This is an optimization exercise on Yosys and OpenROAD, whose aim is small area, a short achievable clock period and few clock cycles per item, not a production implementation. The RTL was checked by simulation tests, not by an equivalence proof against the original design.

## flow/design.v (module list and top-level ports; edited modules follow where they fit)
// module mhdg_wrap: 19 lines
// module magnetometer_heading_core: 1717 lines
module magnetometer_heading_core #(
    parameter int CORDIC_STEPS = mhdg_pkg::CORDIC_STEPS_DEF,
    parameter int SAMPLE_WIDTH = mhdg_pkg::SAMPLE_WIDTH_DEF
) (
    input  logic                                i_clk,
    input  logic                                i_rst_n,
    input  logic                                i_s_tvalid,
    output logic                                o_s_tready,
    input  logic [mhdg_pkg::S_TDATA_W-1:0]      i_s_tdata,    
    input  logic                                i_s_tuser,    
    output logic                                o_m_tvalid,
    input  logic                                i_m_tready,
    output logic [mhdg_pkg::M_TDATA_W-1:0]      o_m_tdata,    
    input  logic                                i_cfg_we,
    input  logic [mhdg_pkg::CFG_IDX_W-1:0]      i_cfg_idx,
    input  logic [mhdg_pkg::CFG_DATA_W-1:0]     i_cfg_data
);
  // ...
==> flow/flow/run.sh <==
#!/bin/bash
# The standard layout, except that the port buffers buffer_ports inserts are
# sky130_fd_sc_hd__buf_4 cells rather than the library's default choice.
set -euo pipefail
bash standard.sh 'BUFFER_PORTS_ARGS=-buffer_cell sky130_fd_sc_hd__buf_4' finish > standard_sh.log 2>&1
==> flow/standard.sh <==
#!/bin/bash
# synth_recipe.tcl (not shown) runs the flow's synth.tcl, then flattens the netlist and writes it again
# the make line also repeats each setting of config.mk as NAME=value (left out here)
make -C /OpenROAD-flow-scripts/flow DESIGN_CONFIG=/design/flow/config.mk WORK_HOME=/design/flow/orfs CLKGATE_MAP_FILE= SYNTH_SCRIPT=/design/flow/synth_recipe.tcl "${@:-finish}"
==> flow/config.mk <==
export PLATFORM = sky130hd
export DESIGN_NAME = magnetometer_heading_core
export DESIGN_NICKNAME = magnetometer_heading_core
export VERILOG_FILES = /design/flow/design.v
export SDC_FILE = /design/flow/constraint.sdc
export NUM_CORES = 4
export LEC_CHECK = 0
export ABC_AREA = 1
export CAP_MARGIN = 20
export CORE_MARGIN = 2
export CORE_UTILIZATION = 40
export GPL_TIMING_DRIVEN = 0
export SLEW_MARGIN = 20
==> flow/constraint.sdc <==
create_clock -name core_clock -period 13.0 [get_ports {i_clk}]
set_input_delay 2.6000 -clock core_clock [delete_from_list [all_inputs] [get_ports {i_clk}]]
set_output_delay 2.6000 -clock core_clock [all_outputs]
set_load 0.01 [all_outputs]
==> results.sh, run 1 <==
export IMPL_setup_tns_ns=0
export IMPL_io_buffers=84
export IMPL_cap_violations=0
export IMPL_cp_num_buf_inv=1
export IMPL_multi_input_area_um2=51800
export IMPL_globalplace_congestion=0.933
export IMPL_r2r_end="r5_y_2[15]"
export IMPL_overflow=0
export IMPL_mostFrequentLayoutCell="nand2_1"
export IMPL_sh_seq_area_pct=36.4
export IMPL_multi_input_comb_cells=7399
export IMPL_final_max_slew_viol_count=0
export IMPL_wl_met3_mm=11.1
export IMPL_ant_nets=0
export IMPL_start_util_pct=40.1
export IMPL_fin_area_um2=108000
export IMPL_synth_top_area_share_pct=36.5
export IMPL_multi_input_area_share_pct=47.9
export IMPL_cts_tree="built"
export IMPL_synth_area_per_cell_um2=9.37
export IMPL_root_buffer="clkbuf_16"
export IMPL_grtUsageMet1_pct=26.6
export IMPL_path_class="reg -> out"
export IMPL_startpoint_type="flop"
export IMPL_outcome="no timing/DRC/antenna violations"
export IMPL_die_h_um=498
export IMPL_finalClockSkew_ns=0.0685
export IMPL_cpPeakStageDelay_ns=0.53
export IMPL_clk_path_buf_depth=3
export IMPL_n_clock_buffer=196
export IMPL_crit_chain="buf_4"
export IMPL_cts_num_sinks=1376
export IMPL_ys_types=76
export IMPL_cp_required_ns=10.40
export IMPL_tapCellCount=3202
export IMPL_htree_levels=4
export IMPL_ys_top_cells_by_area="edfxtp_1 37%, ha_1 9.3%, xor2_1 8.7%"
Testbench counts, summed over its fixed seeds: cycles 4,128, items 3,072.
==> inputs of run 2 (changes only) <==
--- a/flow/design.v
+++ b/flow/design.v
@@ -443,41 +443,21 @@
     logic [0:0] r17_d_9;
     logic [0:0] r17_d_10;
     logic [0:0] r17_d_11;
     logic [0:0] r17_d_12;
     logic [0:0] r17_d_13;
     logic [12:0] r17_y_14;
     logic [24:0] r17_x_14;
     logic [0:0] r18_op;
-    logic [0:0] r18_d_0;
-    logic [0:0] r18_qp;
-    logic [0:0] r18_qn;
     logic [0:0] r18_zero;
-    logic [0:0] r18_d_1;
-    logic [0:0] r18_d_2;
-    logic [0:0] r18_d_3;
-    logic [0:0] r18_d_4;
-    logic [0:0] r18_d_5;
-    logic [0:0] r18_d_6;
-    logic [0:0] r18_d_7;
-    logic [0:0] r18_d_8;
-    logic [0:0] r18_d_9;
-    logic [0:0] r18_d_10;
-    logic [0:0] r18_d_11;
-    logic [0:0] r18_d_12;
-    logic [0:0] r18_d_13;
-    logic [0:0] r18_d_14;
-    logic [11:0] r18_y_15;
+    logic [25:0] r18_za;
+    logic [25:0] r18_zb;
     logic [0:0] r19_op;
-    logic [0:0] r19_zero;
-    logic [25:0] r19_za;
-    logic [25:0] r19_zb;
-    logic [0:0] r20_op;
-    logic [8:0] r20_deg;
+    logic [8:0] r19_deg;
     logic r1_v;
     logic r2_v;
     logic r3_v;
     logic r4_v;
     logic r5_v;
     logic r6_v;
     logic r7_v;
     logic r8_v;
@@ -487,17 +467,16 @@
     logic r12_v;
     logic r13_v;
     logic r14_v;
     logic r15_v;
     logic r16_v;
     logic r17_v;
     logic r18_v;
     logic r19_v;
-    logic r20_v;
     wire [16:0] w0_dpx = {r0_raw_x[15], r0_raw_x} - {r_bias_x[15], r_bias_x};
     wire [16:0] w0_dnx = {r_bias_x[15], r_bias_x} - {r0_raw_x[15], r0_raw_x};
     assign w0_nx = w0_dpx[16];
     wire [15:0] w0_ax = w0_dpx[16] ? w0_dnx[15:0] : w0_dpx[15:0];
     assign w0_box[0] = w0_ax[0] ^ 1'b0;
     assign w0_btx[0] = (w0_ax[1] & !w0_ax[0] & !1'b0) | (!w0_ax[1] & w0_ax[0] & 1'b0);
     assign w0_bnx[0] = w0_ax[1];
     assign w0_box[1] = w0_ax[2] ^ w0_ax[1];
@@ -1342,141 +1321,193 @@
     wire [24:0] w16_ys = {{24{r16_y_13[13]}}, r16_y_13[13:13]};
     wire [25:0] w16_xa = {r16_x_13, 1'b1} + {w16_ys ^ {25{!w16_d_13}}, !w16_d_13};
     assign w16_x_14 = w16_xa[25:1];
     assign w17_d_14 = !r17_y_14[12];
     wire [11:0] w17_xs = {{1{1'b0}}, r17_x_14[24:14]};
     wire [11:0] w17_yl = r17_y_14[11:0];
     wire [12:0] w17_ya = {w17_yl, 1'b1} + {w17_xs ^ {12{w17_d_14}}, w17_d_14};
     assign w17_y_15 = w17_ya[12:1];
-    assign w18_d_15 = !r18_y_15[11];
-    wire [5:0] w19_zsel0 = {r18_qp, r18_qn, r18_d_0, r18_d_1, r18_d_2, r18_d_3};
+    assign w18_d_15 = !w17_y_15[11];
+    wire [5:0] w19_zsel0 = {r17_qp, r17_qn, r17_d_0, r17_d_1, r17_d_2, r17_d_3};
     wire [1663:0] w19_ztab0 = {26'd0, 26'd0, 26'd0, 26'd0, 26'd0, 26'd0, 26'd0, 26'd0, 26'd0, 26'd0, 26'd0, 26'd0, 26'd0, 26'd0, 26'd0, 26'd0, 26'd11506246, 26'd10572356, 26'd9666488, 26'd8732598, 26'd8024312, 26'd7090422, 26'd6184554, 26'd5250664, 26'd5608006, 26'd4674116, 26'd3768248, 26'd2834358, 26'd2126072, 26'd1192182, 26'd286314, 26'd66461288, 26'd66818630, 26'd65884740, 26'd64978872, 26'd64044982, 26'd63336696, 26'd62402806, 26'd61496938, 26'd60563048, 26'd60920390, 26'd59986500, 26'd59080632, 26'd58146742, 26'd57438456, 26'd56504566, 26'd55598698, 26'd54664808, 26'd5608006, 26'd4674116, 26'd3768248, 26'd2834358, 26'd2126072, 26'd1192182, 26'd286314, 26'd66461288, 26'd66818630, 26'd65884740, 26'd64978872, 26'd64044982, 26'd63336696, 26'd62402806, 26'd61496938, 26'd60563048};
     wire [25:0] w19_zlut0 = w19_ztab0[w19_zsel0 * 26 +: 26];
-    wire [3:0] w19_zsel1 = {r18_d_4, r18_d_5, r18_d_6, r18_d_7};
+    wire [3:0] w19_zsel1 = {r17_d_4, r17_d_5, r17_d_6, r17_d_7};
     wire [415:0] w19_ztab1 = {26'd879368, 26'd820698, 26'd762036, 26'd703366, 26'd644760, 26'd586090, 26'd527428, 26'd468758, 26'd410610, 26'd351940, 26'd293278, 26'd234608, 26'd176002, 26'd117332, 26'd58670, 26'd0};
     wire [25:0] w19_zlut1 = w19_ztab1[w19_zsel1 * 26 +: 26];
-    wire [3:0] w19_zsel2 = {r18_d_8, r18_d_9, r18_d_10, r18_d_11};
+    wire [3:0] w19_zsel2 = {r17_d_8, r17_d_9, r17_d_10, r17_d_11};
     wire [415:0] w19_ztab2 = {26'd55004, 26'd51338, 26'd47670, 26'd44004, 26'd40336, 26'd36670, 26'd33002, 26'd29336, 26'd25668, 26'd22002, 26'd18334, 26'd14668, 26'd11000, 26'd7334, 26'd3666, 26'd0};
     wire [25:0] w19_zlut2 = w19_ztab2[w19_zsel2 * 26 +: 26];
-    wire [3:0] w19_zsel3 = {r18_d_12, r18_d_13, r18_d_14, w18_d_15};
-    wire [415:0] w19_ztab3 = {26'd3438, 26'd3208, 26'd2980, 26'd2750, 26'd2522, 26'd2292, 26'd2064, 26'd1834, 26'd1604, 26'd1374, 26'd1146, 26'd916, 26'd688, 26'd458, 26'd230, 26'd0};
+    wire [2:0] w19_zsel3 = {r17_d_12, r17_d_13, w17_d_14};
+    wire [207:0] w19_ztab3 = {26'd3208, 26'd2750, 26'd2292, 26'd1834, 26'd1374, 26'd916, 26'd458, 26'd0};
     wire [25:0] w19_zlut3 = w19_ztab3[w19_zsel3 * 26 +: 26];
-    wire w19_zt1 = (w19_zlut0[0]) ^ (w19_zlut1[0]);
-    wire w19_zt2 = (w19_zlut0[0]) & (w19_zlut1[0]);
-    wire w19_zt3 = (w19_zlut0[1]) ^ (w19_zlut1[1]) ^ (w19_zlut2[1]);
-    wire w19_zt4 = ((w19_zlut0[1]) & (w19_zlut1[1])) | ((w19_zlut0[1]) & (w19_zlut2[1])) | ((w19_zlut1[1]) & (w19_zlut2[1]));
-    wire w19_zt5 = (w19_zlut0[2]) ^ (w19_zlut1[2]) ^ (w19_zlut2[2]);
-    wire w19_zt6 = ((w19_zlut0[2]) & (w19_zlut1[2])) | ((w19_zlut0[2]) & (w19_zlut2[2])) | ((w19_zlut1[2]) & (w19_zlut2[2]));
-    wire w19_zt7 = (w19_zlut0[3]) ^ (w19_zlut1[3]) ^ (w19_zlut2[3]);
-    wire w19_zt8 = ((w19_zlut0[3]) & (w19_zlut1[3])) | ((w19_zlut0[3]) & (w19_zlut2[3])) | ((w19_zlut1[3]) & (w19_zlut2[3]));
-    wire w19_zt9 = (w19_zlut0[4]) ^ (w19_zlut1[4]) ^ (w19_zlut2[4]);
-    wire w19_zt10 = ((w19_zlut0[4]) & (w19_zlut1[4])) | ((w19_zlut0[4]) & (w19_zlut2[4])) | ((w19_zlut1[4]) & (w19_zlut2[4]));
-    wire w19_zt11 = (w19_zlut0[5]) ^ (w19_zlut1[5]) ^ (w19_zlut2[5]);
-    wire w19_zt12 = ((w19_zlut0[5]) & (w19_zlut1[5])) | ((w19_zlut0[5]) & (w19_zlut2[5])) | ((w19_zlut1[5]) & (w19_zlut2[5]));
-    wire w19_zt13 = (w19_zlut0[6]) ^ (w19_zlut1[6]) ^ (w19_zlut2[6]);
-    wire w19_zt14 = ((w19_zlut0[6]) & (w19_zlut1[6])) | ((w19_zlut0[6]) & (w19_zlut2[6])) | ((w19_zlut1[6]) & (w19_zlut2[6]));
-    wire w19_zt15 = (w19_zlut0[7]) ^ (w19_zlut1[7]) ^ (w19_zlut2[7]);
-    wire w19_zt16 = ((w19_zlut0[7]) & (w19_zlut1[7])) | ((w19_zlut0[7]) & (w19_zlut2[7])) | ((w19_zlut1[7]) & (w19_zlut2[7]));
-    wire w19_zt17 = (w19_zlut0[8]) ^ (w19_zlut1[8]) ^ (w19_zlut2[8]);
-    wire w19_zt18 = ((w19_zlut0[8]) & (w19_zlut1[8])) | ((w19_zlut0[8]) & (w19_zlut2[8])) | ((w19_zlut1[8]) & (w19_zlut2[8]));
-    wire w19_zt19 = (w19_zlut0[9]) ^ (w19_zlut1[9]) ^ (w19_zlut2[9]);
-    wire w19_zt20 = ((w19_zlut0[9]) & (w19_zlut1[9])) | ((w19_zlut0[9]) & (w19_zlut2[9])) | ((w19_zlut1[9]) & (w19_zlut2[9]));
-    wire w19_zt21 = (w19_zlut0[10]) ^ (w19_zlut1[10]) ^ (w19_zlut2[10]);
-    wire w19_zt22 = ((w19_zlut0[10]) & (w19_zlut1[10])) | ((w19_zlut0[10]) & (w19_zlut2[10])) | ((w19_zlut1[10]) & (w19_zlut2[10]));
-    wire w19_zt23 = (w19_zlut0[11]) ^ (w19_zlut1[11]) ^ (w19_zlut2[11]);
-    wire w19_zt24 = ((w19_zlut0[11]) & (w19_zlut1[11])) | ((w19_zlut0[11]) & (w19_zlut2[11])) | ((w19_zlut1[11]) & (w19_zlut2[11]));
-    wire w19_zt25 = (w19_zlut0[12]) ^ (w19_zlut1[12]) ^ (w19_zlut2[12]);
-    wire w19_zt26 = ((w19_zlut0[12]) & (w19_zlut1[12])) | ((w19_zlut0[12]) & (w19_zlut2[12])) | ((w19_zlut1[12]) & (w19_zlut2[12]));
-    wire w19_zt27 = (w19_zlut0[13]) ^ (w19_zlut1[13]) ^ (w19_zlut2[13]);
-    wire w19_zt28 = ((w19_zlut0[13]) & (w19_zlut1[13])) | ((w19_zlut0[13]) & (w19_zlut2[13])) | ((w19_zlut1[13]) & (w19_zlut2[13]));
-    wire w19_zt29 = (w19_zlut0[14]) ^ (w19_zlut1[14]) ^ (w19_zlut2[14]);
-    wire w19_zt30 = ((w19_zlut0[14]) & (w19_zlut1[14])) | ((w19_zlut0[14]) & (w19_zlut2[14])) | ((w19_zlut1[14]) & (w19_zlut2[14]));
-    wire w19_zt31 = (w19_zlut0[15]) ^ (w19_zlut1[15]) ^ (w19_zlut2[15]);
-    wire w19_zt32 = ((w19_zlut0[15]) & (w19_zlut1[15])) | ((w19_zlut0[15]) & (w19_zlut2[15])) | ((w19_zlut1[15]) & (w19_zlut2[15]));
-    wire w19_zt33 = (w19_zlut0[16]) ^ (w19_zlut1[16]) ^ (w19_zlut2[16]);
-    wire w19_zt34 = ((w19_zlut0[16]) & (w19_zlut1[16])) | ((w19_zlut0[16]) & (w19_zlut2[16])) | ((w19_zlut1[16]) & (w19_zlut2[16]));
-    wire w19_zt35 = (w19_zlut0[17]) ^ (w19_zlut1[17]) ^ (w19_zlut2[17]);
-    wire w19_zt36 = ((w19_zlut0[17]) & (w19_zlut1[17])) | ((w19_zlut0[17]) & (w19_zlut2[17])) | ((w19_zlut1[17]) & (w19_zlut2[17]));
-    wire w19_zt37 = (w19_zlut0[18]) ^ (w19_zlut1[18]) ^ (w19_zlut2[18]);
-    wire w19_zt38 = ((w19_zlut0[18]) & (w19_zlut1[18])) | ((w19_zlut0[18]) & (w19_zlut2[18])) | ((w19_zlut1[18]) & (w19_zlut2[18]));
-    wire w19_zt39 = (w19_zlut0[19]) ^ (w19_zlut1[19]) ^ (w19_zlut2[19]);
-    wire w19_zt40 = ((w19_zlut0[19]) & (w19_zlut1[19])) | ((w19_zlut0[19]) & (w19_zlut2[19])) | ((w19_zlut1[19]) & (w19_zlut2[19]));
-    wire w19_zt41 = (w19_zlut0[20]) ^ (w19_zlut1[20]) ^ (w19_zlut2[20]);
-    wire w19_zt42 = ((w19_zlut0[20]) & (w19_zlut1[20])) | ((w19_zlut0[20]) & (w19_zlut2[20])) | ((w19_zlut1[20]) & (w19_zlut2[20]));
-    wire w19_zt43 = (w19_zlut0[21]) ^ (w19_zlut1[21]) ^ (w19_zlut2[21]);
-    wire w19_zt44 = ((w19_zlut0[21]) & (w19_zlut1[21])) | ((w19_zlut0[21]) & (w19_zlut2[21])) | ((w19_zlut1[21]) & (w19_zlut2[21]));
-    wire w19_zt45 = (w19_zlut0[22]) ^ (w19_zlut1[22]) ^ (w19_zlut2[22]);
-    wire w19_zt46 = ((w19_zlut0[22]) & (w19_zlut1[22])) | ((w19_zlut0[22]) & (w19_zlut2[22])) | ((w19_zlut1[22]) & (w19_zlut2[22]));
-    wire w19_zt47 = (w19_zlut0[23]) ^ (w19_zlut1[23]) ^ (w19_zlut2[23]);
-    wire w19_zt48 = ((w19_zlut0[23]) & (w19_zlut1[23])) | ((w19_zlut0[23]) & (w19_zlut2[23])) | ((w19_zlut1[23]) & (w19_zlut2[23]));
-    wire w19_zt49 = (w19_zlut0[24]) ^ (w19_zlut1[24]) ^ (w19_zlut2[24]);
-    wire w19_zt50 = ((w19_zlut0[24]) & (w19_zlut1[24])) | ((w19_zlut0[24]) & (w19_zlut2[24])) | ((w19_zlut1[24]) & (w19_zlut2[24]));
-    wire w19_zt51 = (w19_zlut0[25]) ^ (w19_zlut1[25]) ^ (w19_zlut2[25]);
-    wire w19_zt52 = ((w19_zlut0[25]) & (w19_zlut1[25])) | ((w19_zlut0[25]) & (w19_zlut2[25])) | ((w19_zlut1[25]) & (w19_zlut2[25]));
-    wire w19_zt53 = (w19_zt1) ^ (w19_zlut2[0]);
-    wire w19_zt54 = (w19_zt1) & (w19_zlut2[0]);
-    wire w19_zt55 = (w19_zt2) ^ (w19_zt3) ^ (w19_zlut3[1]);
-    wire w19_zt56 = ((w19_zt2) & (w19_zt3)) | ((w19_zt2) & (w19_zlut3[1])) | ((w19_zt3) & (w19_zlut3[1]));
-    wire w19_zt57 = (w19_zt4) ^ (w19_zt5) ^ (w19_zlut3[2]);
-    wire w19_zt58 = ((w19_zt4) & (w19_zt5)) | ((w19_zt4) & (w19_zlut3[2])) | ((w19_zt5) & (w19_zlut3[2]));
-    wire w19_zt59 = (w19_zt6) ^ (w19_zt7) ^ (w19_zlut3[3]);
-    wire w19_zt60 = ((w19_zt6) & (w19_zt7)) | ((w19_zt6) & (w19_zlut3[3])) | ((w19_zt7) & (w19_zlut3[3]));
-    wire w19_zt61 = (w19_zt8) ^ (w19_zt9) ^ (w19_zlut3[4]);
-    wire w19_zt62 = ((w19_zt8) & (w19_zt9)) | ((w19_zt8) & (w19_zlut3[4])) | ((w19_zt9) & (w19_zlut3[4]));
-    wire w19_zt63 = (w19_zt10) ^ (w19_zt11) ^ (w19_zlut3[5]);
-    wire w19_zt64 = ((w19_zt10) & (w19_zt11)) | ((w19_zt10) & (w19_zlut3[5])) | ((w19_zt11) & (w19_zlut3[5]));
-    wire w19_zt65 = (w19_zt12) ^ (w19_zt13) ^ (w19_zlut3[6]);
-    wire w19_zt66 = ((w19_zt12) & (w19_zt13)) | ((w19_zt12) & (w19_zlut3[6])) | ((w19_zt13) & (w19_zlut3[6]));
-    wire w19_zt67 = (w19_zt14) ^ (w19_zt15) ^ (w19_zlut3[7]);
-    wire w19_zt68 = ((w19_zt14) & (w19_zt15)) | ((w19_zt14) & (w19_zlut3[7])) | ((w19_zt15) & (w19_zlut3[7]));
-    wire w19_zt69 = (w19_zt16) ^ (w19_zt17) ^ (w19_zlut3[8]);
-    wire w19_zt70 = ((w19_zt16) & (w19_zt17)) | ((w19_zt16) & (w19_zlut3[8])) | ((w19_zt17) & (w19_zlut3[8]));
-    wire w19_zt71 = (w19_zt18) ^ (w19_zt19) ^ (w19_zlut3[9]);
-    wire w19_zt72 = ((w19_zt18) & (w19_zt19)) | ((w19_zt18) & (w19_zlut3[9])) | ((w19_zt19) & (w19_zlut3[9]));
-    wire w19_zt73 = (w19_zt20) ^ (w19_zt21) ^ (w19_zlut3[10]);
-    wire w19_zt74 = ((w19_zt20) & (w19_zt21)) | ((w19_zt20) & (w19_zlut3[10])) | ((w19_zt21) & (w19_zlut3[10]));
-    wire w19_zt75 = (w19_zt22) ^ (w19_zt23) ^ (w19_zlut3[11]);
-    wire w19_zt76 = ((w19_zt22) & (w19_zt23)) | ((w19_zt22) & (w19_zlut3[11])) | ((w19_zt23) & (w19_zlut3[11]));
-    wire w19_zt77 = (w19_zt24) ^ (w19_zt25) ^ (w19_zlut3[12]);
-    wire w19_zt78 = ((w19_zt24) & (w19_zt25)) | ((w19_zt24) & (w19_zlut3[12])) | ((w19_zt25) & (w19_zlut3[12]));
-    wire w19_zt79 = (w19_zt26) ^ (w19_zt27) ^ (w19_zlut3[13]);
-    wire w19_zt80 = ((w19_zt26) & (w19_zt27)) | ((w19_zt26) & (w19_zlut3[13])) | ((w19_zt27) & (w19_zlut3[13]));
-    wire w19_zt81 = (w19_zt28) ^ (w19_zt29) ^ (w19_zlut3[14]);
-    wire w19_zt82 = ((w19_zt28) & (w19_zt29)) | ((w19_zt28) & (w19_zlut3[14])) | ((w19_zt29) & (w19_zlut3[14]));
-    wire w19_zt83 = (w19_zt30) ^ (w19_zt31) ^ (w19_zlut3[15]);
-    wire w19_zt84 = ((w19_zt30) & (w19_zt31)) | ((w19_zt30) & (w19_zlut3[15])) | ((w19_zt31) & (w19_zlut3[15]));
-    wire w19_zt85 = (w19_zt32) ^ (w19_zt33) ^ (w19_zlut3[16]);
-    wire w19_zt86 = ((w19_zt32) & (w19_zt33)) | ((w19_zt32) & (w19_zlut3[16])) | ((w19_zt33) & (w19_zlut3[16]));
-    wire w19_zt87 = (w19_zt34) ^ (w19_zt35) ^ (w19_zlut3[17]);
-    wire w19_zt88 = ((w19_zt34) & (w19_zt35)) | ((w19_zt34) & (w19_zlut3[17])) | ((w19_zt35) & (w19_zlut3[17]));
-    wire w19_zt89 = (w19_zt36) ^ (w19_zt37) ^ (w19_zlut3[18]);
-    wire w19_zt90 = ((w19_zt36) & (w19_zt37)) | ((w19_zt36) & (w19_zlut3[18])) | ((w19_zt37) & (w19_zlut3[18]));
-    wire w19_zt91 = (w19_zt38) ^ (w19_zt39) ^ (w19_zlut3[19]);
-    wire w19_zt92 = ((w19_zt38) & (w19_zt39)) | ((w19_zt38) & (w19_zlut3[19])) | ((w19_zt39) & (w19_zlut3[19]));
-    wire w19_zt93 = (w19_zt40) ^ (w19_zt41) ^ (w19_zlut3[20]);
-    wire w19_zt94 = ((w19_zt40) & (w19_zt41)) | ((w19_zt40) & (w19_zlut3[20])) | ((w19_zt41) & (w19_zlut3[20]));
-    wire w19_zt95 = (w19_zt42) ^ (w19_zt43) ^ (w19_zlut3[21]);
-    wire w19_zt96 = ((w19_zt42) & (w19_zt43)) | ((w19_zt42) & (w19_zlut3[21])) | ((w19_zt43) & (w19_zlut3[21]));
-    wire w19_zt97 = (w19_zt44) ^ (w19_zt45) ^ (w19_zlut3[22]);
-    wire w19_zt98 = ((w19_zt44) & (w19_zt45)) | ((w19_zt44) & (w19_zlut3[22])) | ((w19_zt45) & (w19_zlut3[22]));
-    wire w19_zt99 = (w19_zt46) ^ (w19_zt47) ^ (w19_zlut3[23]);
-    wire w19_zt100 = ((w19_zt46) & (w19_zt47)) | ((w19_zt46) & (w19_zlut3[23])) | ((w19_zt47) & (w19_zlut3[23]));
-    wire w19_zt101 = (w19_zt48) ^ (w19_zt49) ^ (w19_zlut3[24]);
-    wire w19_zt102 = ((w19_zt48) & (w19_zt49)) | ((w19_zt48) & (w19_zlut3[24])) | ((w19_zt49) & (w19_zlut3[24]));
-    wire w19_zt103 = (w19_zt50) ^ (w19_zt51) ^ (w19_zlut3[25]);
-    wire w19_zt104 = ((w19_zt50) & (w19_zt51)) | ((w19_zt50) & (w19_zlut3[25])) | ((w19_zt51) & (w19_zlut3[25]));
-    assign w19_za = {w19_zt102, w19_zt100, w19_zt98, w19_zt96, w19_zt94, w19_zt92, w19_zt90, w19_zt88, w19_zt86, w19_zt84, w19_zt82, w19_zt80, w19_zt78, w19_zt76, w19_zt74, w19_zt72, w19_zt70, w19_zt68, w19_zt66, w19_zt64, w19_zt62, w19_zt60, w19_zt58, w19_zt56, w19_zt54, w19_zt53};
-    assign w19_zb = {w19_zt103, w19_zt101, w19_zt99, w19_zt97, w19_zt95, w19_zt93, w19_zt91, w19_zt89, w19_zt87, w19_zt85, w19_zt83, w19_zt81, w19_zt79, w19_zt77, w19_zt75, w19_zt73, w19_zt71, w19_zt69, w19_zt67, w19_zt65, w19_zt63, w19_zt61, w19_zt59, w19_zt57, w19_zt55, w19_zlut3[0]};
-    wire [25:0] w20_z1 = r19_za + r19_zb;
-    wire [25:0] w20_zx = r19_za ^ r19_zb ^ 26'd65535;
-    wire [25:0] w20_zy = {((r19_za & r19_zb) | (r19_za & 26'd65535) | (r19_zb & 26'd65535)), 1'b0};
+    wire w19_zt1 = (w19_zlut0[1]) ^ (w19_zlut1[1]);
+    wire w19_zt2 = (w19_zlut0[1]) & (w19_zlut1[1]);
+    wire w19_zt3 = (w19_zlut0[2]) ^ (w19_zlut1[2]) ^ (w19_zlut2[2]);
+    wire w19_zt4 = ((w19_zlut0[2]) & (w19_zlut1[2])) | ((w19_zlut0[2]) & (w19_zlut2[2])) | ((w19_zlut1[2]) & (w19_zlut2[2]));
+    wire w19_zt5 = (w19_zlut0[3]) ^ (w19_zlut1[3]);
+    wire w19_zt6 = (w19_zlut0[3]) & (w19_zlut1[3]);
+    wire w19_zt7 = (w19_zlut0[4]) ^ (w19_zlut1[4]);
+    wire w19_zt8 = (w19_zlut0[4]) & (w19_zlut1[4]);
+    wire w19_zt9 = (w19_zlut0[5]) ^ (w19_zlut1[5]) ^ (w19_zlut2[5]);
+    wire w19_zt10 = ((w19_zlut0[5]) & (w19_zlut1[5])) | ((w19_zlut0[5]) & (w19_zlut2[5])) | ((w19_zlut1[5]) & (w19_zlut2[5]));
+    wire w19_zt11 = (w19_zlut0[6]) ^ (w19_zlut1[6]) ^ (w19_zlut2[6]);
+    wire w19_zt12 = ((w19_zlut0[6]) & (w19_zlut1[6])) | ((w19_zlut0[6]) & (w19_zlut2[6])) | ((w19_zlut1[6]) & (w19_zlut2[6]));
+    wire w19_zt13 = (w19_zlut0[7]) ^ (w19_zlut1[7]) ^ (w19_zlut2[7]);
+    wire w19_zt14 = ((w19_zlut0[7]) & (w19_zlut1[7])) | ((w19_zlut0[7]) & (w19_zlut2[7])) | ((w19_zlut1[7]) & (w19_zlut2[7]));
+    wire w19_zt15 = (w19_zlut0[8]) ^ (w19_zlut1[8]);
+    wire w19_zt16 = (w19_zlut0[8]) & (w19_zlut1[8]);
+    wire w19_zt17 = (w19_zlut0[9]) ^ (w19_zlut1[9]);
+    wire w19_zt18 = (w19_zlut0[9]) & (w19_zlut1[9]);
+    wire w19_zt19 = (w19_zlut0[10]) ^ (w19_zlut1[10]);
+    wire w19_zt20 = (w19_zlut0[10]) & (w19_zlut1[10]);
+    wire w19_zt21 = (w19_zlut0[11]) ^ (w19_zlut1[11]);
+    wire w19_zt22 = (w19_zlut0[11]) & (w19_zlut1[11]);
+    wire w19_zt23 = (w19_zlut0[12]) ^ (w19_zlut1[12]);
+    wire w19_zt24 = (w19_zlut0[12]) & (w19_zlut1[12]);
+    wire w19_zt25 = (w19_zlut0[13]) ^ (w19_zlut1[13]);
+    wire w19_zt26 = (w19_zlut0[13]) & (w19_zlut1[13]);
+    wire w19_zt27 = (w19_zlut0[14]) ^ (w19_zlut1[14]);
+    wire w19_zt28 = (w19_zlut0[14]) & (w19_zlut1[14]);
+    wire w19_zt29 = (w19_zlut0[15]) ^ (w19_zlut1[15]);
+    wire w19_zt30 = (w19_zlut0[15]) & (w19_zlut1[15]);
+    wire w19_zt31 = (w19_zlut0[16]) ^ (w19_zlut1[16]);
+    wire w19_zt32 = (w19_zlut0[16]) & (w19_zlut1[16]);
+    wire w19_zt33 = (w19_zlut0[17]) ^ (w19_zlut1[17]);
+    wire w19_zt34 = (w19_zlut0[17]) & (w19_zlut1[17]);
+    wire w19_zt35 = (w19_zlut0[18]) ^ (w19_zlut1[18]);
+    wire w19_zt36 = (w19_zlut0[18]) & (w19_zlut1[18]);
+    wire w19_zt37 = (w19_zlut0[19]) ^ (w19_zlut1[19]);
+    wire w19_zt38 = (w19_zlut0[19]) & (w19_zlut1[19]);
+    wire w19_zt39 = (w19_zlut0[20]) ^ (w19_zlut1[20]);
+    wire w19_zt40 = (w19_zlut0[20]) & (w19_zlut1[20]);
+    wire w19_zt41 = (w19_zlut0[21]) ^ (w19_zlut1[21]);
+    wire w19_zt42 = (w19_zlut0[21]) & (w19_zlut1[21]);
+    wire w19_zt43 = (w19_zlut0[22]) ^ (w19_zlut1[22]);
+    wire w19_zt44 = (w19_zlut0[22]) & (w19_zlut1[22]);
+    wire w19_zt45 = (w19_zlut0[23]) ^ (w19_zlut1[23]);
+    wire w19_zt46 = (w19_zlut0[23]) & (w19_zlut1[23]);
+    wire w19_zt47 = (w19_zlut0[24]) ^ (w19_zlut1[24]);
+    wire w19_zt48 = (w19_zlut0[24]) & (w19_zlut1[24]);
+    wire w19_zt49 = (w19_zlut0[25]) ^ (w19_zlut1[25]);
+    wire w19_zt50 = (w19_zlut0[25]) & (w19_zlut1[25]);
+    wire w19_zt51 = (w19_zlut0[0]) ^ (w19_zlut1[0]);
+    wire w19_zt52 = (w19_zlut0[0]) & (w19_zlut1[0]);
+    wire w19_zt53 = (w19_zt1) ^ (w19_zlut2[1]) ^ (w19_zlut3[1]);
+    wire w19_zt54 = ((w19_zt1) & (w19_zlut2[1])) | ((w19_zt1) & (w19_zlut3[1])) | ((w19_zlut2[1]) & (w19_zlut3[1]));
+    wire w19_zt55 = (w19_zt2) ^ (w19_zt3) ^ (w19_zlut3[2]);
+    wire w19_zt56 = ((w19_zt2) & (w19_zt3)) | ((w19_zt2) & (w19_zlut3[2])) | ((w19_zt3) & (w19_zlut3[2]));
+    wire w19_zt57 = (w19_zt4) ^ (w19_zt5) ^ (w19_zlut2[3]);
+    wire w19_zt58 = ((w19_zt4) & (w19_zt5)) | ((w19_zt4) & (w19_zlut2[3])) | ((w19_zt5) & (w19_zlut2[3]));
+    wire w19_zt59 = (w19_zt6) ^ (w19_zt7) ^ (w19_zlut2[4]);
+    wire w19_zt60 = ((w19_zt6) & (w19_zt7)) | ((w19_zt6) & (w19_zlut2[4])) | ((w19_zt7) & (w19_zlut2[4]));
+    wire w19_zt61 = (w19_zt8) ^ (w19_zt9) ^ (w19_zlut3[5]);
+    wire w19_zt62 = ((w19_zt8) & (w19_zt9)) | ((w19_zt8) & (w19_zlut3[5])) | ((w19_zt9) & (w19_zlut3[5]));
+    wire w19_zt63 = (w19_zt10) ^ (w19_zt11) ^ (w19_zlut3[6]);
+    wire w19_zt64 = ((w19_zt10) & (w19_zt11)) | ((w19_zt10) & (w19_zlut3[6])) | ((w19_zt11) & (w19_zlut3[6]));
+    wire w19_zt65 = (w19_zt12) ^ (w19_zt13) ^ (w19_zlut3[7]);
+    wire w19_zt66 = ((w19_zt12) & (w19_zt13)) | ((w19_zt12) & (w19_zlut3[7])) | ((w19_zt13) & (w19_zlut3[7]));
+    wire w19_zt67 = (w19_zt14) ^ (w19_zt15) ^ (w19_zlut2[8]);
+    wire w19_zt68 = ((w19_zt14) & (w19_zt15)) | ((w19_zt14) & (w19_zlut2[8])) | ((w19_zt15) & (w19_zlut2[8]));
+    wire w19_zt69 = (w19_zt16) ^ (w19_zt17) ^ (w19_zlut2[9]);
+    wire w19_zt70 = ((w19_zt16) & (w19_zt17)) | ((w19_zt16) & (w19_zlut2[9])) | ((w19_zt17) & (w19_zlut2[9]));
+    wire w19_zt71 = (w19_zt18) ^ (w19_zt19) ^ (w19_zlut2[10]);
+    wire w19_zt72 = ((w19_zt18) & (w19_zt19)) | ((w19_zt18) & (w19_zlut2[10])) | ((w19_zt19) & (w19_zlut2[10]));
+    wire w19_zt73 = (w19_zt20) ^ (w19_zt21) ^ (w19_zlut2[11]);
+    wire w19_zt74 = ((w19_zt20) & (w19_zt21)) | ((w19_zt20) & (w19_zlut2[11])) | ((w19_zt21) & (w19_zlut2[11]));
+    wire w19_zt75 = (w19_zt22) ^ (w19_zt23) ^ (w19_zlut2[12]);
+    wire w19_zt76 = ((w19_zt22) & (w19_zt23)) | ((w19_zt22) & (w19_zlut2[12])) | ((w19_zt23) & (w19_zlut2[12]));
+    wire w19_zt77 = (w19_zt24) ^ (w19_zt25) ^ (w19_zlut2[13]);
+    wire w19_zt78 = ((w19_zt24) & (w19_zt25)) | ((w19_zt24) & (w19_zlut2[13])) | ((w19_zt25) & (w19_zlut2[13]));
+    wire w19_zt79 = (w19_zt26) ^ (w19_zt27) ^ (w19_zlut2[14]);
+    wire w19_zt80 = ((w19_zt26) & (w19_zt27)) | ((w19_zt26) & (w19_zlut2[14])) | ((w19_zt27) & (w19_zlut2[14]));
+    wire w19_zt81 = (w19_zt28) ^ (w19_zt29) ^ (w19_zlut2[15]);
+    wire w19_zt82 = ((w19_zt28) & (w19_zt29)) | ((w19_zt28) & (w19_zlut2[15])) | ((w19_zt29) & (w19_zlut2[15]));
+    wire w19_zt83 = (w19_zt30) ^ (w19_zt31) ^ (w19_zlut2[16]);
+    wire w19_zt84 = ((w19_zt30) & (w19_zt31)) | ((w19_zt30) & (w19_zlut2[16])) | ((w19_zt31) & (w19_zlut2[16]));
+    wire w19_zt85 = (w19_zt32) ^ (w19_zt33) ^ (w19_zlut2[17]);
+    wire w19_zt86 = ((w19_zt32) & (w19_zt33)) | ((w19_zt32) & (w19_zlut2[17])) | ((w19_zt33) & (w19_zlut2[17]));
+    wire w19_zt87 = (w19_zt34) ^ (w19_zt35) ^ (w19_zlut2[18]);
+    wire w19_zt88 = ((w19_zt34) & (w19_zt35)) | ((w19_zt34) & (w19_zlut2[18])) | ((w19_zt35) & (w19_zlut2[18]));
+    wire w19_zt89 = (w19_zt36) ^ (w19_zt37) ^ (w19_zlut2[19]);
+    wire w19_zt90 = ((w19_zt36) & (w19_zt37)) | ((w19_zt36) & (w19_zlut2[19])) | ((w19_zt37) & (w19_zlut2[19]));
+    wire w19_zt91 = (w19_zt38) ^ (w19_zt39) ^ (w19_zlut2[20]);
+    wire w19_zt92 = ((w19_zt38) & (w19_zt39)) | ((w19_zt38) & (w19_zlut2[20])) | ((w19_zt39) & (w19_zlut2[20]));
+    wire w19_zt93 = (w19_zt40) ^ (w19_zt41) ^ (w19_zlut2[21]);
+    wire w19_zt94 = ((w19_zt40) & (w19_zt41)) | ((w19_zt40) & (w19_zlut2[21])) | ((w19_zt41) & (w19_zlut2[21]));
+    wire w19_zt95 = (w19_zt42) ^ (w19_zt43) ^ (w19_zlut2[22]);
+    wire w19_zt96 = ((w19_zt42) & (w19_zt43)) | ((w19_zt42) & (w19_zlut2[22])) | ((w19_zt43) & (w19_zlut2[22]));
+    wire w19_zt97 = (w19_zt44) ^ (w19_zt45) ^ (w19_zlut2[23]);
+    wire w19_zt98 = ((w19_zt44) & (w19_zt45)) | ((w19_zt44) & (w19_zlut2[23])) | ((w19_zt45) & (w19_zlut2[23]));
+    wire w19_zt99 = (w19_zt46) ^ (w19_zt47) ^ (w19_zlut2[24]);
+    wire w19_zt100 = ((w19_zt46) & (w19_zt47)) | ((w19_zt46) & (w19_zlut2[24])) | ((w19_zt47) & (w19_zlut2[24]));
+    wire w19_zt101 = (w19_zt48) ^ (w19_zt49) ^ (w19_zlut2[25]);
+    wire w19_zt102 = ((w19_zt48) & (w19_zt49)) | ((w19_zt48) & (w19_zlut2[25])) | ((w19_zt49) & (w19_zlut2[25]));
+    wire w19_zt103 = (w19_zt51) ^ (w19_zlut2[0]);
+    wire w19_zt104 = (w19_zt51) & (w19_zlut2[0]);
+    wire w19_zt105 = (w19_zt52) ^ (w19_zt53) ^ (w18_d_15);
+    wire w19_zt106 = ((w19_zt52) & (w19_zt53)) | ((w19_zt52) & (w18_d_15)) | ((w19_zt53) & (w18_d_15));
+    wire w19_zt107 = (w19_zt54) ^ (w19_zt55) ^ (w18_d_15);
+    wire w19_zt108 = ((w19_zt54) & (w19_zt55)) | ((w19_zt54) & (w18_d_15)) | ((w19_zt55) & (w18_d_15));
+    wire w19_zt109 = (w19_zt56) ^ (w19_zt57) ^ (w19_zlut3[3]);
+    wire w19_zt110 = ((w19_zt56) & (w19_zt57)) | ((w19_zt56) & (w19_zlut3[3])) | ((w19_zt57) & (w19_zlut3[3]));
+    wire w19_zt111 = (w19_zt58) ^ (w19_zt59) ^ (w19_zlut3[4]);
+    wire w19_zt112 = ((w19_zt58) & (w19_zt59)) | ((w19_zt58) & (w19_zlut3[4])) | ((w19_zt59) & (w19_zlut3[4]));
+    wire w19_zt113 = (w19_zt60) ^ (w19_zt61) ^ (w18_d_15);
+    wire w19_zt114 = ((w19_zt60) & (w19_zt61)) | ((w19_zt60) & (w18_d_15)) | ((w19_zt61) & (w18_d_15));
+    wire w19_zt115 = (w19_zt62) ^ (w19_zt63) ^ (w18_d_15);
+    wire w19_zt116 = ((w19_zt62) & (w19_zt63)) | ((w19_zt62) & (w18_d_15)) | ((w19_zt63) & (w18_d_15));
+    wire w19_zt117 = (w19_zt64) ^ (w19_zt65) ^ (w18_d_15);
+    wire w19_zt118 = ((w19_zt64) & (w19_zt65)) | ((w19_zt64) & (w18_d_15)) | ((w19_zt65) & (w18_d_15));
+    wire w19_zt119 = (w19_zt66) ^ (w19_zt67) ^ (w19_zlut3[8]);
+    wire w19_zt120 = ((w19_zt66) & (w19_zt67)) | ((w19_zt66) & (w19_zlut3[8])) | ((w19_zt67) & (w19_zlut3[8]));
+    wire w19_zt121 = (w19_zt68) ^ (w19_zt69) ^ (w19_zlut3[9]);
+    wire w19_zt122 = ((w19_zt68) & (w19_zt69)) | ((w19_zt68) & (w19_zlut3[9])) | ((w19_zt69) & (w19_zlut3[9]));
+    wire w19_zt123 = (w19_zt70) ^ (w19_zt71) ^ (w19_zlut3[10]);
+    wire w19_zt124 = ((w19_zt70) & (w19_zt71)) | ((w19_zt70) & (w19_zlut3[10])) | ((w19_zt71) & (w19_zlut3[10]));
+    wire w19_zt125 = (w19_zt72) ^ (w19_zt73) ^ (w19_zlut3[11]);
+    wire w19_zt126 = ((w19_zt72) & (w19_zt73)) | ((w19_zt72) & (w19_zlut3[11])) | ((w19_zt73) & (w19_zlut3[11]));
+    wire w19_zt127 = (w19_zt74) ^ (w19_zt75) ^ (w19_zlut3[12]);
+    wire w19_zt128 = ((w19_zt74) & (w19_zt75)) | ((w19_zt74) & (w19_zlut3[12])) | ((w19_zt75) & (w19_zlut3[12]));
+    wire w19_zt129 = (w19_zt76) ^ (w19_zt77) ^ (w19_zlut3[13]);
+    wire w19_zt130 = ((w19_zt76) & (w19_zt77)) | ((w19_zt76) & (w19_zlut3[13])) | ((w19_zt77) & (w19_zlut3[13]));
+    wire w19_zt131 = (w19_zt78) ^ (w19_zt79) ^ (w19_zlut3[14]);
+    wire w19_zt132 = ((w19_zt78) & (w19_zt79)) | ((w19_zt78) & (w19_zlut3[14])) | ((w19_zt79) & (w19_zlut3[14]));
+    wire w19_zt133 = (w19_zt80) ^ (w19_zt81) ^ (w19_zlut3[15]);
+    wire w19_zt134 = ((w19_zt80) & (w19_zt81)) | ((w19_zt80) & (w19_zlut3[15])) | ((w19_zt81) & (w19_zlut3[15]));
+    wire w19_zt135 = (w19_zt82) ^ (w19_zt83) ^ (w19_zlut3[16]);
+    wire w19_zt136 = ((w19_zt82) & (w19_zt83)) | ((w19_zt82) & (w19_zlut3[16])) | ((w19_zt83) & (w19_zlut3[16]));
+    wire w19_zt137 = (w19_zt84) ^ (w19_zt85) ^ (w19_zlut3[17]);
+    wire w19_zt138 = ((w19_zt84) & (w19_zt85)) | ((w19_zt84) & (w19_zlut3[17])) | ((w19_zt85) & (w19_zlut3[17]));
+    wire w19_zt139 = (w19_zt86) ^ (w19_zt87) ^ (w19_zlut3[18]);
+    wire w19_zt140 = ((w19_zt86) & (w19_zt87)) | ((w19_zt86) & (w19_zlut3[18])) | ((w19_zt87) & (w19_zlut3[18]));
+    wire w19_zt141 = (w19_zt88) ^ (w19_zt89) ^ (w19_zlut3[19]);
+    wire w19_zt142 = ((w19_zt88) & (w19_zt89)) | ((w19_zt88) & (w19_zlut3[19])) | ((w19_zt89) & (w19_zlut3[19]));
+    wire w19_zt143 = (w19_zt90) ^ (w19_zt91) ^ (w19_zlut3[20]);
+    wire w19_zt144 = ((w19_zt90) & (w19_zt91)) | ((w19_zt90) & (w19_zlut3[20])) | ((w19_zt91) & (w19_zlut3[20]));
+    wire w19_zt145 = (w19_zt92) ^ (w19_zt93) ^ (w19_zlut3[21]);
+    wire w19_zt146 = ((w19_zt92) & (w19_zt93)) | ((w19_zt92) & (w19_zlut3[21])) | ((w19_zt93) & (w19_zlut3[21]));
+    wire w19_zt147 = (w19_zt94) ^ (w19_zt95) ^ (w19_zlut3[22]);
+    wire w19_zt148 = ((w19_zt94) & (w19_zt95)) | ((w19_zt94) & (w19_zlut3[22])) | ((w19_zt95) & (w19_zlut3[22]));
+    wire w19_zt149 = (w19_zt96) ^ (w19_zt97) ^ (w19_zlut3[23]);
+    wire w19_zt150 = ((w19_zt96) & (w19_zt97)) | ((w19_zt96) & (w19_zlut3[23])) | ((w19_zt97) & (w19_zlut3[23]));
+    wire w19_zt151 = (w19_zt98) ^ (w19_zt99) ^ (w19_zlut3[24]);
+    wire w19_zt152 = ((w19_zt98) & (w19_zt99)) | ((w19_zt98) & (w19_zlut3[24])) | ((w19_zt99) & (w19_zlut3[24]));
+    wire w19_zt153 = (w19_zt100) ^ (w19_zt101) ^ (w19_zlut3[25]);
+    wire w19_zt154 = ((w19_zt100) & (w19_zt101)) | ((w19_zt100) & (w19_zlut3[25])) | ((w19_zt101) & (w19_zlut3[25]));
+    wire w19_zt155 = (w19_zt102) ^ (w19_zt50);
+    wire w19_zt156 = (w19_zt102) & (w19_zt50);
+    assign w19_za = {w19_zt152, w19_zt150, w19_zt148, w19_zt146, w19_zt144, w19_zt142, w19_zt140, w19_zt138, w19_zt136, w19_zt134, w19_zt132, w19_zt130, w19_zt128, w19_zt126, w19_zt124, w19_zt122, w19_zt120, w19_zt118, w19_zt116, w19_zt114, w19_zt112, w19_zt110, w19_zt108, w19_zt106, w19_zt104, w19_zt103};
+    assign w19_zb = {w19_zt153, w19_zt151, w19_zt149, w19_zt147, w19_zt145, w19_zt143, w19_zt141, w19_zt139, w19_zt137, w19_zt135, w19_zt133, w19_zt131, w19_zt129, w19_zt127, w19_zt125, w19_zt123, w19_zt121, w19_zt119, w19_zt117, w19_zt115, w19_zt113, w19_zt111, w19_zt109, w19_zt107, w19_zt105, w19_zlut3[0]};
+    wire [25:0] w20_z1 = r18_za + r18_zb;
+    wire [25:0] w20_zx = r18_za ^ r18_zb ^ 26'd65535;
+    wire [25:0] w20_zy = {((r18_za & r18_zb) | (r18_za & 26'd65535) | (r18_zb & 26'd65535)), 1'b0};
     wire [25:0] w20_z2 = w20_zx + w20_zy;
     wire signed [9:0] w20_dr = w20_z1[25] ? w20_z2[25:16] : w20_z1[25:16];
-    assign w20_deg = r19_zero ? 9'sd0 : (w20_dr > 10'sd180) ? 9'sd180 : (w20_dr < -10'sd180) ? -9'sd180 : w20_dr[8:0];
+    assign w20_deg = r18_zero ? 9'sd0 : (w20_dr > 10'sd180) ? 9'sd180 : (w20_dr < -10'sd180) ? -9'sd180 : w20_dr[8:0];
     always_ff @(posedge i_clk) begin
         if (r_adv) begin
             r1_op <= r0_op;
             r1_nx <= w0_nx;
             r1_ny <= w0_ny;
             r1_box <= w0_box;
             r1_btx <= w0_btx;
             r1_bnx <= w0_bnx;
@@ -1682,41 +1713,21 @@
             r17_d_9 <= r16_d_9;
             r17_d_10 <= r16_d_10;
             r17_d_11 <= r16_d_11;
             r17_d_12 <= r16_d_12;
             r17_d_13 <= w16_d_13;
             r17_y_14 <= w16_y_14;
             r17_x_14 <= w16_x_14;
             r18_op <= r17_op;
-            r18_d_0 <= r17_d_0;
-            r18_qp <= r17_qp;
-            r18_qn <= r17_qn;
             r18_zero <= r17_zero;
-            r18_d_1 <= r17_d_1;
-            r18_d_2 <= r17_d_2;
-            r18_d_3 <= r17_d_3;
-            r18_d_4 <= r17_d_4;
-            r18_d_5 <= r17_d_5;
-            r18_d_6 <= r17_d_6;
-            r18_d_7 <= r17_d_7;
-            r18_d_8 <= r17_d_8;
-            r18_d_9 <= r17_d_9;
-            r18_d_10 <= r17_d_10;
-            r18_d_11 <= r17_d_11;
-            r18_d_12 <= r17_d_12;
-            r18_d_13 <= r17_d_13;
-            r18_d_14 <= w17_d_14;
-            r18_y_15 <= w17_y_15;
+            r18_za <= w19_za;
+            r18_zb <= w19_zb;
             r19_op <= r18_op;
-            r19_zero <= r18_zero;
-            r19_za <= w19_za;
-            r19_zb <= w19_zb;
-            r20_op <= r19_op;
-            r20_deg <= w20_deg;
+            r19_deg <= w20_deg;
         end
     end
     always_ff @(posedge i_clk) begin
         if (!i_rst_n) begin
             r1_v <= 1'b0;
             r2_v <= 1'b0;
             r3_v <= 1'b0;
             r4_v <= 1'b0;
@@ -1730,17 +1741,16 @@
             r12_v <= 1'b0;
             r13_v <= 1'b0;
             r14_v <= 1'b0;
             r15_v <= 1'b0;
             r16_v <= 1'b0;
             r17_v <= 1'b0;
             r18_v <= 1'b0;
             r19_v <= 1'b0;
-            r20_v <= 1'b0;
         end else if (r_adv) begin
             r1_v <= r0_v;
             r2_v <= r1_v;
             r3_v <= r2_v;
             r4_v <= r3_v;
             r5_v <= r4_v;
             r6_v <= r5_v;
             r7_v <= r6_v;
@@ -1751,22 +1761,21 @@
             r12_v <= r11_v;
             r13_v <= r12_v;
             r14_v <= r13_v;
             r15_v <= r14_v;
             r16_v <= r15_v;
             r17_v <= r16_v;
             r18_v <= r17_v;
             r19_v <= r18_v;
-            r20_v <= r19_v;
         end
     end
-    assign w_deg  = r20_deg;
-    assign w_op   = r20_op;
-    assign w_push = r_adv && r20_v;
+    assign w_deg  = r19_deg;
+    assign w_op   = r19_op;
+    assign w_push = r_adv && r19_v;
     logic [8:0] r_zero_offset;
     logic [8:0] w_offset;
     logic [8:0] w_rel;
     assign w_offset = w_op ? w_deg : r_zero_offset;
     mhdg_wrap u_wrap (
         .i_real     (w_deg),
         .i_offset   (r_zero_offset),
         .i_set_zero (w_op),
==> results.sh, run 2 <==
export IMPL_syn_instance_count=10500
export IMPL_ctsResizeCount=0
export IMPL_timing_rr_start="r8_y_5[21]"
export IMPL_post_place_cells=13800
export IMPL_slowest_stage="dfxtp_1"
export IMPL_outcome="no timing/DRC/antenna violations"
export IMPL_cp_num_buf_inv=1
export IMPL_final_max_slew_viol_count=0
export IMPL_endpoint_kind="output port"
export IMPL_setup_slack_ns=8.80
export IMPL_period_share_pct=32.3
export IMPL_slew_headroom_pct=20.3
export IMPL_path_class="reg -> out"
export IMPL_tightestPinTransition_ns=1.20
export IMPL_numCtsBuffers=156
export IMPL_ys_top_cells_by_area="edfxtp_1 36%, ha_1 9.5%, xor2_1 8.5%"
export IMPL_cts_num_sinks=1356
export IMPL_overflow=0
export IMPL_mostFrequentLayoutCell="nand2_1"
export IMPL_setup_viol=0
export IMPL_io_buffers=84
export IMPL_post_drt_wl_per_cell_um=18.9
export IMPL_arrival_ns=1.60
export IMPL_hold_class="reg -> reg"
export IMPL_hpwl_mm=216
export IMPL_r2r_end="r9_y_6[16]"
export IMPL_viasPerCell=5.18
export IMPL_fin_area_um2=108000
export IMPL_hold_viol=0
export IMPL_ys_types=70
export IMPL_fin_cells=14100
export IMPL_synthTopCellsByCount="1797 x nand2_1, 1238 x inv_1, 1166 x edfxtp_1"
export IMPL_num_fill_cells=23300
export IMPL_synthSimpleGateAreaFrac_pct=13.4
export IMPL_globalplace_congestion=0.942
export IMPL_synthArstFlopShare_pct=0
export IMPL_worstRegToRegCells=12
export IMPL_coreArea_um2=243000
export IMPL_critical_path_top_delay_family="flip-flops"
export IMPL_yosysTopAreaCell="edfxtp_1"
export IMPL_first_global_vias=73000
export IMPL_synth_top_area_share_pct=35.9
export IMPL_clk_path_buf_depth=3
export IMPL_synth_adder_area_share_pct=16.9
export IMPL_synth_cell_area_um2=97700
export IMPL_reg_largest_list="r2_rax: 40 flops, r2_ray: 40 flops"
export IMPL_startpoint_type="flop"
export IMPL_start_util_pct=40.2
export IMPL_dieWidth_um=498
export IMPL_drtPass1Iterations=8
export IMPL_yosysSeqAreaShare_pct=39.7
export IMPL_synth_compound_area_share_pct=11.1
export IMPL_rsz0062_at_grt="no"
export IMPL_antenna_found_initial=4
export IMPL_cap_violations=0
export IMPL_grt_max_degree=62
export IMPL_fin_util_pct=44.5
export IMPL_area_growth_pct=10.8
export IMPL_crit_chain="buf_4"
export IMPL_drive_gt1_share_pct=4.89
export IMPL_cts_clk_slew_worst_paths_ns=0.06
export IMPL_drtIter0Drc=5399
export IMPL_grt_pass1_wl_mm=413
export IMPL_synth_top_family_by_area="adder cells"
export IMPL_yosys_warnings=2
export IMPL_design_die_area_um2=248000
export IMPL_r2r_slack_ns=8.82
export IMPL_die_h_um=498
export IMPL_grtUsageTotal_pct=21.0
export IMPL_fmax_ghz=0.238
export IMPL_synth_area_mux_share_pct=0.0205
export IMPL_rows=181
export IMPL_vias=73200
export IMPL_cp_num_cells=1
export IMPL_synth_area_per_cell_um2=9.28
export IMPL_routed_wl_mm=266
export IMPL_synth_xor_xnor_area_share_pct=12.4
export IMPL_cpPeakStageDelay_ns=0.54
export IMPL_period_needed_ns=4.20
export IMPL_crit_fanout=3
export IMPL_placed_cell_area_um2=103000
export IMPL_cts_tree="built"
export IMPL_ant_nets=0
export IMPL_finalClockSkew_ns=0.0594
export IMPL_synth_edf_count=1166
export IMPL_htree_levels=4
export IMPL_crit_path_start="r_o_v"
export IMPL_synth_most_common_cell="nand2_1"
export IMPL_cts_setup_buffers=0
export IMPL_cp_required_ns=10.40
export IMPL_ys_seq_elements=1356
export IMPL_preCtsSetupSlack_ns=8.20
export IMPL_ctsHoldBuffers=0
export IMPL_clkLatencyLatePin_ns=0.85
export IMPL_final_nets=12000
export IMPL_root_buffer="clkbuf_16"
export IMPL_setup_tns_ns=0
export IMPL_layout_common_cells="1797 x nand2_1, 1238 x inv_1, 1166 x edfxtp_1"
export IMPL_drc=0
export IMPL_ys_flop_type="edfxtp_1"
export IMPL_cp_endpoint="o_m_tvalid"
export IMPL_pin_count=91
-- run 2: changes by cell type after synthesis, moves of 12 or more --
| cell | change |
|---|---|
| edfxtp_1 | -19 |
| nor2_1 | +67 |
| nand2_1 | +34 |
| a21oi_1 | +24 |
| nand3_1 | -19 |
| nand3b_1 | +14 |
| xor2_1 | -21 |
| ha_1 | +22 |
| o21ai_0 | +31 |
| a31oi_1 | -12 |
-- run 2: logic make-up (layout without fill, tap and decap cells) --
logic type | count (synthesis) | after routing
AND/OR/NAND/NOR | 3134 | 3134
AO/OA/AOI/OAI | 1922 | 1922
buffers and inverters | 1622 | 2017
XOR/XNOR | 1382 | 1382
flip-flops | 1356 | 1356
adder cells (fa/ha/maj) | 1104 | 1104
multiplexers | 2 | 2
other | 1 | 7
-- run 2: how the worst min path moves through the flow --
stage                    end      from  cells after the start
CTS                   r10_qp     r9_qp                      0
global placement      r8_d_3    r7_d_3                      0
floorplan            r10_d_0    r9_d_0                      0
global route         r16_d_7   r15_d_7                      0
finish                 r2_ny     r1_ny                      0
detailed placement  r17_d_11  r16_d_11                      0
-- run 2: final cells by class --
class / count / area (um^2) / area share [%]
diodes: 1 / 2.50 / 0.00231
well taps: 3202 / 4010 / 3.70
repair buffers: 106 / 1200 / 1.11
inverters: 1312 / 4920 / 4.55
multi-input cells: 7550 / 52600 / 48.6
clock inverters: 100 / 1180 / 1.09
flip-flops and latches: 1356 / 38800 / 35.9
clock buffers: 189 / 4130 / 3.82
plain buffers: 310 / 1320 / 1.22
-- run 2: metal layers --
| layer | part of all wire, % | global-route usage (%) | routed length (um) | vias to the layer above |
|---|---|---|---|---|
| met5 | 0.0030 | 0 | 8 | - |
| met4 | 2.9 | 6.42 | 7840 | 2 |
| met3 | 5.1 | 3.02 | 13700 | 420 |
| met2 | 47 | 35.0 | 125000 | 1864 |
| met1 | 45 | 28.2 | 120000 | 34900 |
| li1 | - | - | - | 35900 |
-- run 2: per-stage QoR --
step	hold WS (ns)
after floorplan	0.400
after global placement	0.401
after detailed placement	0.405
after CTS	0.401
after global routing	0.415
final	0.399
Testbench counts of run 2, summed over its fixed seeds: cycles 4,080, items 3,072.

[what the ideal ports hide]
The flow's constraints put no driver on any port. The routed layouts listed below were extracted and timed again, unchanged, in two steps. Step 1: set_driving_cell puts a clkbuf_16 on i_clk and a buf_2 on each other input, an assumption about the parent block. Step 2 times the ports against the registers' clock, not the clock port: input delays grow and output delays shrink by t, the midpoint of the rising clock arrivals with the driver on. Slacks: no drivers / after step 1 / after step 2; pairs: no drivers / after step 1.
run | shift t [ns] | setup slack, ns | worst setup path at the end | slew at the worst register clock pin (ns) | cell pins on the clock port's net
run 1 | 0.893 | 8.818 / 8.731 / 8.029 | input to register | 0.07 / 0.07 | 1
run 2 | 0.901 | 8.805 / 8.725 / 8.255 | input to register | 0.07 / 0.07 | 1
After both steps every run listed still meets setup and hold. The setup slack of run 1, which loses most, moves by -0.087 ns with the drivers and by -0.789 ns with both steps.
